This design comes from an exercise in tuning for small area, a short achievable clock period and few clock cycles per item on the open sky130 flow, not from production work.
Where RTL was checked, it was by simulation tests only, not by an equivalence proof against the original.
Power is estimated from default activity; no workload was simulated.

==> violet <==
## binary_fixed_to_decimal_text
module binary_fixed_to_decimal_text (
  input  wire logic        clk,
  input  wire logic        rst_n,
  input  wire logic        in_valid,
  output wire logic        in_ready,
  input  wire logic [31:0] in_value,
  output wire logic        out_valid,
  input  wire logic        out_ready,
  output wire logic [7:0]  out_hundreds_char,
  output wire logic [7:0]  out_tens_char,
  output wire logic [7:0]  out_ones_char,
  output wire logic [7:0]  out_point_char,
  output wire logic [7:0]  out_tenths_char,
  output wire logic [7:0]  out_hundredths_char,
  output wire logic        out_overflow
);
==> module binary_fixed_to_decimal_text, before the edit <==
module binary_fixed_to_decimal_text (
  input  wire logic        clk,
  input  wire logic        rst_n,
  input  wire logic        in_valid,
  output wire logic        in_ready,
  input  wire logic [31:0] in_value,
  output wire logic        out_valid,
  input  wire logic        out_ready,
  output wire logic [7:0]  out_hundreds_char,
  output wire logic [7:0]  out_tens_char,
  output wire logic [7:0]  out_ones_char,
  output wire logic [7:0]  out_point_char,
  output wire logic [7:0]  out_tenths_char,
  output wire logic [7:0]  out_hundredths_char,
  output wire logic        out_overflow
);
  logic        vld_r;
  logic [17:0] v_r;
  logic        ovf_r;
  assign in_ready = !vld_r || out_ready;
  always_ff @(posedge clk) begin
    if (!rst_n) begin
      vld_r <= 1'b0;
    end else if (in_ready) begin
      vld_r <= in_valid;
    end
  end
  always_ff @(posedge clk) begin
    if (in_ready) begin
      v_r   <= in_value[17:0];
      ovf_r <= (in_value >= 32'd256000);
    end
  end
  logic [9:0]  ip;
  logic [7:0]  fp;
  logic        cy;
  logic        clamp;
  logic [10:0] ji;
  logic [12:0] fr;
  logic [6:0]  r;
  logic [11:0] ibcd;
  logic [7:0]  fbcd;
  logic [3:0]  h_d, t_d, o_d, te_d, hu_d;
  assign ip    = v_r[17:8];
  assign fp    = v_r[7:0];
  assign cy    = &fp;
  assign clamp = cy && (ip == 10'd999);
  assign ji    = 11'(ip) + 11'(cy);
  assign fr    = 13'(fp) * 13'd25 + 13'd32;
  assign r     = fr[12:6];
  assign ibcd  = bfdt_pkg::bin2bcd10(ji[9:0]);
  assign fbcd  = {4'(r / 7'd10), 4'(r % 7'd10)};
  assign h_d  = clamp ? 4'd9 : ibcd[11:8];
  assign t_d  = clamp ? 4'd9 : ibcd[7:4];
  assign o_d  = clamp ? 4'd9 : ibcd[3:0];
  assign te_d = clamp ? 4'd9 : (cy ? 4'd0 : fbcd[7:4]);
  assign hu_d = clamp ? 4'd9 : (cy ? 4'd0 : fbcd[3:0]);
  assign out_valid           = vld_r;
  assign out_overflow        = ovf_r;
  assign out_point_char      = bfdt_pkg::CHAR_POINT;
  assign out_hundreds_char   = ovf_r ? bfdt_pkg::CHAR_STAR
                             : (h_d == 4'd0) ? bfdt_pkg::CHAR_SPACE
                             : (bfdt_pkg::CHAR_ZERO | 8'(h_d));
  assign out_tens_char       = ovf_r ? bfdt_pkg::CHAR_STAR
                             : (h_d == 4'd0 && t_d == 4'd0) ? bfdt_pkg::CHAR_SPACE
                             : (bfdt_pkg::CHAR_ZERO | 8'(t_d));
  assign out_ones_char       = ovf_r ? bfdt_pkg::CHAR_STAR : (bfdt_pkg::CHAR_ZERO | 8'(o_d));
  assign out_tenths_char     = ovf_r ? bfdt_pkg::CHAR_STAR : (bfdt_pkg::CHAR_ZERO | 8'(te_d));
  assign out_hundredths_char = ovf_r ? bfdt_pkg::CHAR_STAR : (bfdt_pkg::CHAR_ZERO | 8'(hu_d));
endmodule
Settings: LEC_CHECK=0, CAP_MARGIN=20, CORE_MARGIN=2, CORE_UTILIZATION=40, SLEW_MARGIN=20; clock period 10.0 ns.
run.sh (not shown) runs the stock make flow with config.mk's settings and CLKGATE_MAP_FILE= SYNTH_SCRIPT=/design/flow/synth_recipe.tcl, a recipe that flattens the netlist after the stock synthesis.
==> inputs of willow, as changes to violet <==
==> flow/design.v (replaced) <==
`default_nettype none
package bfdt_pkg;
  localparam logic [7:0] CHAR_ZERO  = 8'h30;
  localparam logic [7:0] CHAR_SPACE = 8'h20;
  localparam logic [7:0] CHAR_STAR  = 8'h2A;
  localparam logic [7:0] CHAR_POINT = 8'h2E;
  function automatic logic [3:0] add3(input logic [3:0] x);
    logic a, b, c, d, ge5;
    {a, b, c, d} = x;
    ge5 = a | (b & (c | d));
    add3[3] = ge5;
    add3[2] = (b & !c & !d) | (a & d);
    add3[1] = (!a & !b & c) | (b & c & d) | (a & !d);
    add3[0] = (!a & !b & d) | (b & c & !d) | (a & !d);
  endfunction
  function automatic logic [11:0] bin2bcd10(input logic [9:0] bin);
    logic [21:0] s;
    s = {12'd0, bin};
    for (int i = 0; i < 10; i++) begin
      if (i >= 3) s[13:10] = add3(s[13:10]);
      if (i >= 6) s[17:14] = add3(s[17:14]);
      s = s << 1;
    end
    bin2bcd10 = s[21:10];
  endfunction
  function automatic logic [7:0] bin2bcd7(input logic [6:0] bin);
    logic [14:0] s;
    s = {8'd0, bin};
    for (int i = 0; i < 7; i++) begin
      if (i >= 3) s[10:7] = add3(s[10:7]);
      if (i >= 6) s[14:11] = add3(s[14:11]);
      s = s << 1;
    end
    bin2bcd7 = s[14:7];
  endfunction
endpackage
`default_nettype wire
`default_nettype none
module binary_fixed_to_decimal_text (
  input  wire logic        clk,
  input  wire logic        rst_n,
  input  wire logic        in_valid,
  output wire logic        in_ready,
  input  wire logic [31:0] in_value,
  output wire logic        out_valid,
  input  wire logic        out_ready,
  output wire logic [7:0]  out_hundreds_char,
  output wire logic [7:0]  out_tens_char,
  output wire logic [7:0]  out_ones_char,
  output wire logic [7:0]  out_point_char,
  output wire logic [7:0]  out_tenths_char,
  output wire logic [7:0]  out_hundredths_char,
  output wire logic        out_overflow
);
  logic        vld_r;
  assign in_ready = !vld_r || out_ready;
  always_ff @(posedge clk) begin
    if (!rst_n) begin
      vld_r <= 1'b0;
    end else if (in_ready) begin
      vld_r <= in_valid;
    end
  end
  logic [9:0]  ip;
  logic [7:0]  fp;
  logic        ovf;
  logic        cy;
  logic        clamp;
  logic [9:0]  ji;
  logic [12:0] fr;
  logic [11:0] ibcd;
  logic [7:0]  fbcd;
  logic [3:0]  h_d, t_d, o_d, te_d, hu_d;
  assign ip    = in_value[17:8];
  assign fp    = in_value[7:0];
  assign ovf   = (|in_value[31:18]) || (ip >= 10'd1000);
  assign cy    = &fp;
  assign clamp = cy && (ip == 10'd999);
  assign ji    = clamp ? ip : ip + 10'(cy);
  assign fr    = 13'(fp) * 13'd25 + 13'd32;
  assign ibcd  = bfdt_pkg::bin2bcd10(ji);
  assign fbcd  = bfdt_pkg::bin2bcd7(cy ? 7'd0 : fr[12:6]);
  assign h_d  = ibcd[11:8];
  assign t_d  = ibcd[7:4];
  assign o_d  = ibcd[3:0];
  assign te_d = clamp ? 4'd9 : fbcd[7:4];
  assign hu_d = clamp ? 4'd9 : fbcd[3:0];
  logic [3:0] hn_r, tn_r, on_r, ten_r, hun_r;
  logic       hdig_r, tdig_r, ovf_r;
  always_ff @(posedge clk) begin
    if (in_ready) begin
      hn_r   <= ovf ? 4'hA : h_d;
      tn_r   <= ovf ? 4'hA : t_d;
      on_r   <= ovf ? 4'hA : o_d;
      ten_r  <= ovf ? 4'hA : te_d;
      hun_r  <= ovf ? 4'hA : hu_d;
      hdig_r <= !ovf && (h_d != 4'd0);
      tdig_r <= !ovf && (h_d != 4'd0 || t_d != 4'd0);
      ovf_r  <= ovf;
    end
  end
  assign out_valid           = vld_r;
  assign out_overflow        = ovf_r;
  assign out_point_char      = bfdt_pkg::CHAR_POINT;
  assign out_hundreds_char   = {3'b001, hdig_r, hn_r};
  assign out_tens_char       = {3'b001, tdig_r, tn_r};
  assign out_ones_char       = {3'b001, !ovf_r, on_r};
  assign out_tenths_char     = {3'b001, !ovf_r, ten_r};
  assign out_hundredths_char = {3'b001, !ovf_r, hun_r};
endmodule
`default_nettype wire
- ABC_AREA: default -> 1
- ABC_CLOCK_PERIOD_IN_PS: default -> 5000
- CORE_UTILIZATION: 40 -> 60
==> inputs of harbor, as changes to violet <==
==> flow/design.v (replaced) <==
`default_nettype none
package bfdt_pkg;
  localparam logic [7:0] CHAR_ZERO  = 8'h30;
  localparam logic [7:0] CHAR_SPACE = 8'h20;
  localparam logic [7:0] CHAR_STAR  = 8'h2A;
  localparam logic [7:0] CHAR_POINT = 8'h2E;
  function automatic logic [3:0] add3(input logic [3:0] x);
    logic a, b, c, d, ge5;
    {a, b, c, d} = x;
    ge5 = a | (b & (c | d));
    add3[3] = ge5;
    add3[2] = (b & !c & !d) | (a & d);
    add3[1] = (!a & !b & c) | (b & c & d) | (a & !d);
    add3[0] = (!a & !b & d) | (b & c & !d) | (a & !d);
  endfunction
  function automatic logic [11:0] bin2bcd10(input logic [9:0] bin);
    logic [21:0] s;
    s = {12'd0, bin};
    for (int i = 0; i < 10; i++) begin
      if (i >= 3) s[13:10] = add3(s[13:10]);
      if (i >= 6) s[17:14] = add3(s[17:14]);
      s = s << 1;
    end
    bin2bcd10 = s[21:10];
  endfunction
  function automatic logic [7:0] bin2bcd7(input logic [6:0] bin);
    logic [14:0] s;
    s = {8'd0, bin};
    for (int i = 0; i < 7; i++) begin
      if (i >= 3) s[10:7] = add3(s[10:7]);
      if (i >= 6) s[14:11] = add3(s[14:11]);
      s = s << 1;
    end
    bin2bcd7 = s[14:7];
  endfunction
endpackage
`default_nettype wire
`default_nettype none
module binary_fixed_to_decimal_text (
  input  wire logic        clk,
  input  wire logic        rst_n,
  input  wire logic        in_valid,
  output wire logic        in_ready,
  input  wire logic [31:0] in_value,
  output wire logic        out_valid,
  input  wire logic        out_ready,
  output wire logic [7:0]  out_hundreds_char,
  output wire logic [7:0]  out_tens_char,
  output wire logic [7:0]  out_ones_char,
  output wire logic [7:0]  out_point_char,
  output wire logic [7:0]  out_tenths_char,
  output wire logic [7:0]  out_hundredths_char,
  output wire logic        out_overflow
);
  logic        vld_r;
  assign in_ready = !vld_r || out_ready;
  always_ff @(posedge clk) begin
    if (!rst_n) begin
      vld_r <= 1'b0;
    end else if (in_ready) begin
      vld_r <= in_valid;
    end
  end
  logic [17:0] v_r;
  logic        ovf_r;
  always_ff @(posedge clk) begin
    if (in_ready) begin
      v_r   <= in_value[17:0];
      ovf_r <= (|in_value[31:18]) || (in_value[17:8] >= 10'd1000);
    end
  end
  logic [9:0]  ip;
  logic [7:0]  fp;
  logic        ovf;
  logic        cy;
  logic        clamp;
  logic [9:0]  ji;
  logic [12:0] fr;
  logic [11:0] ibcd;
  logic [7:0]  fbcd;
  logic [3:0]  h_d, t_d, o_d, te_d, hu_d;
  assign ip    = v_r[17:8];
  assign fp    = v_r[7:0];
  assign ovf   = ovf_r;
  assign cy    = &fp;
  assign clamp = cy && (ip == 10'd999);
  assign ji    = clamp ? ip : ip + 10'(cy);
  assign fr    = 13'(fp) * 13'd25 + 13'd32;
  assign ibcd  = bfdt_pkg::bin2bcd10(ji);
  assign fbcd  = bfdt_pkg::bin2bcd7(cy ? 7'd0 : fr[12:6]);
  assign h_d  = ibcd[11:8];
  assign t_d  = ibcd[7:4];
  assign o_d  = ibcd[3:0];
  assign te_d = clamp ? 4'd9 : fbcd[7:4];
  assign hu_d = clamp ? 4'd9 : fbcd[3:0];
  logic [3:0] hn, tn, on, ten, hun;
  logic       hdig, tdig;
  assign hn   = ovf ? 4'hA : h_d;
  assign tn   = ovf ? 4'hA : t_d;
  assign on   = ovf ? 4'hA : o_d;
  assign ten  = ovf ? 4'hA : te_d;
  assign hun  = ovf ? 4'hA : hu_d;
  assign hdig = !ovf && (h_d != 4'd0);
  assign tdig = !ovf && (h_d != 4'd0 || t_d != 4'd0);
  assign out_valid           = vld_r;
  assign out_overflow        = ovf_r;
  assign out_point_char      = bfdt_pkg::CHAR_POINT;
  assign out_hundreds_char   = {3'b001, hdig, hn};
  assign out_tens_char       = {3'b001, tdig, tn};
  assign out_ones_char       = {3'b001, !ovf, on};
  assign out_tenths_char     = {3'b001, !ovf, ten};
  assign out_hundredths_char = {3'b001, !ovf, hun};
endmodule
`default_nettype wire
- ABC_AREA: default -> 1
- ABC_CLOCK_PERIOD_IN_PS: default -> 5000
- CORE_UTILIZATION: 40 -> 60
==> results.py <==
metrics = {
    "setup_path": {
        "cp_top_family": "adder cells",
        "timing.critical_path.slowest_stage_cell": "clkdlybuf4s50_1",
    },
    "logic_synthesis": {
        "synth_top_family_by_area": "simple AND/OR/NAND/NOR gates",
    },
    "placement": {
        "globalplace.congestion": 0.9089,
    },
    "outcome": {
        "status": "finished clean",
    },
}
[end of results for willow]
==> results.py <==
metrics = {
    "setup_path": {
        "timing.critical_path.slowest_stage_cell": "clkdlybuf4s50_1",
        "cp_top_family": "adder cells",
    },
    "sta": {
        "clock_skew_ps": 2.046,
    },
    "placement": {
        "globalplace.congestion": 0.8735,
    },
    "power": {
        "pwr-share-clk_pct": 9.6,
    },
    "outcome": {
        "status": "finished clean",
    },
    "logic_synthesis": {
        "synth_top_family_by_area": "simple AND/OR/NAND/NOR gates",
    },
}
[end of results for harbor]
==> results.py <==
metrics = {
    "outcome": {
        "status": "complete, but fails checks",
        "violatedChecks": "setup timing",
    },
    "setup_path": {
        "cp_top_family": "buffers and inverters",
        "timing.critical_path.slowest_stage_cell": "edfxtp_1",
    },
    "logic_synthesis": {
        "synth.largest_area_cell": "edfxtp_1",
        "synth_top_family_by_area": "compound AO/OA/AOI/OAI gates",
    },
    "sta": {
        "layout_setup_ws_ps": -56.03,
        "min_period_over_period_pct": 100.6,
        "setup_viol": 2,
    },
    "placement": {
        "globalplace.congestion": 0.9291,
    },
    "floorplanning": {
        "die_w_um": 107.9,
    },
}
[end of results for violet]
Testbench counts of willow, summed over its fixed seeds: cycles 8,008, items 8,000.
Only the layout flow was run in violet and harbor; the RTL was not checked for function there.

-- separate check: timing with driven ports --
The flow's constraints put no driver on any port. The routed layouts listed below were extracted and timed again, unchanged, in two steps.
Step 1, drivers: a clkbuf_16 drives clk and a buf_2 each remaining input, both assumed.
Step 2 also shifts input and output timing later by t, the mid clock arrival at the registers, as if the neighbouring blocks saw the same clock.
Slacks: ideal ports / drivers / drivers and shift; pairs: ideal ports / drivers.
| run | t, ns | slack for setup (ns) | cell pins on the clock port's net |
|---|---|---|---|
| violet | 0.277 | -0.056 / -0.078 / 0.198 | 1 |
| willow | 0.271 | 3.606 / 3.606 / 3.335 | 1 |
| harbor | 0.275 | 2.955 / 2.934 / 3.209 | 1 |
The setup slack of willow, which loses most, moves by 0.000 ns with the drivers and by -0.271 ns with both steps.
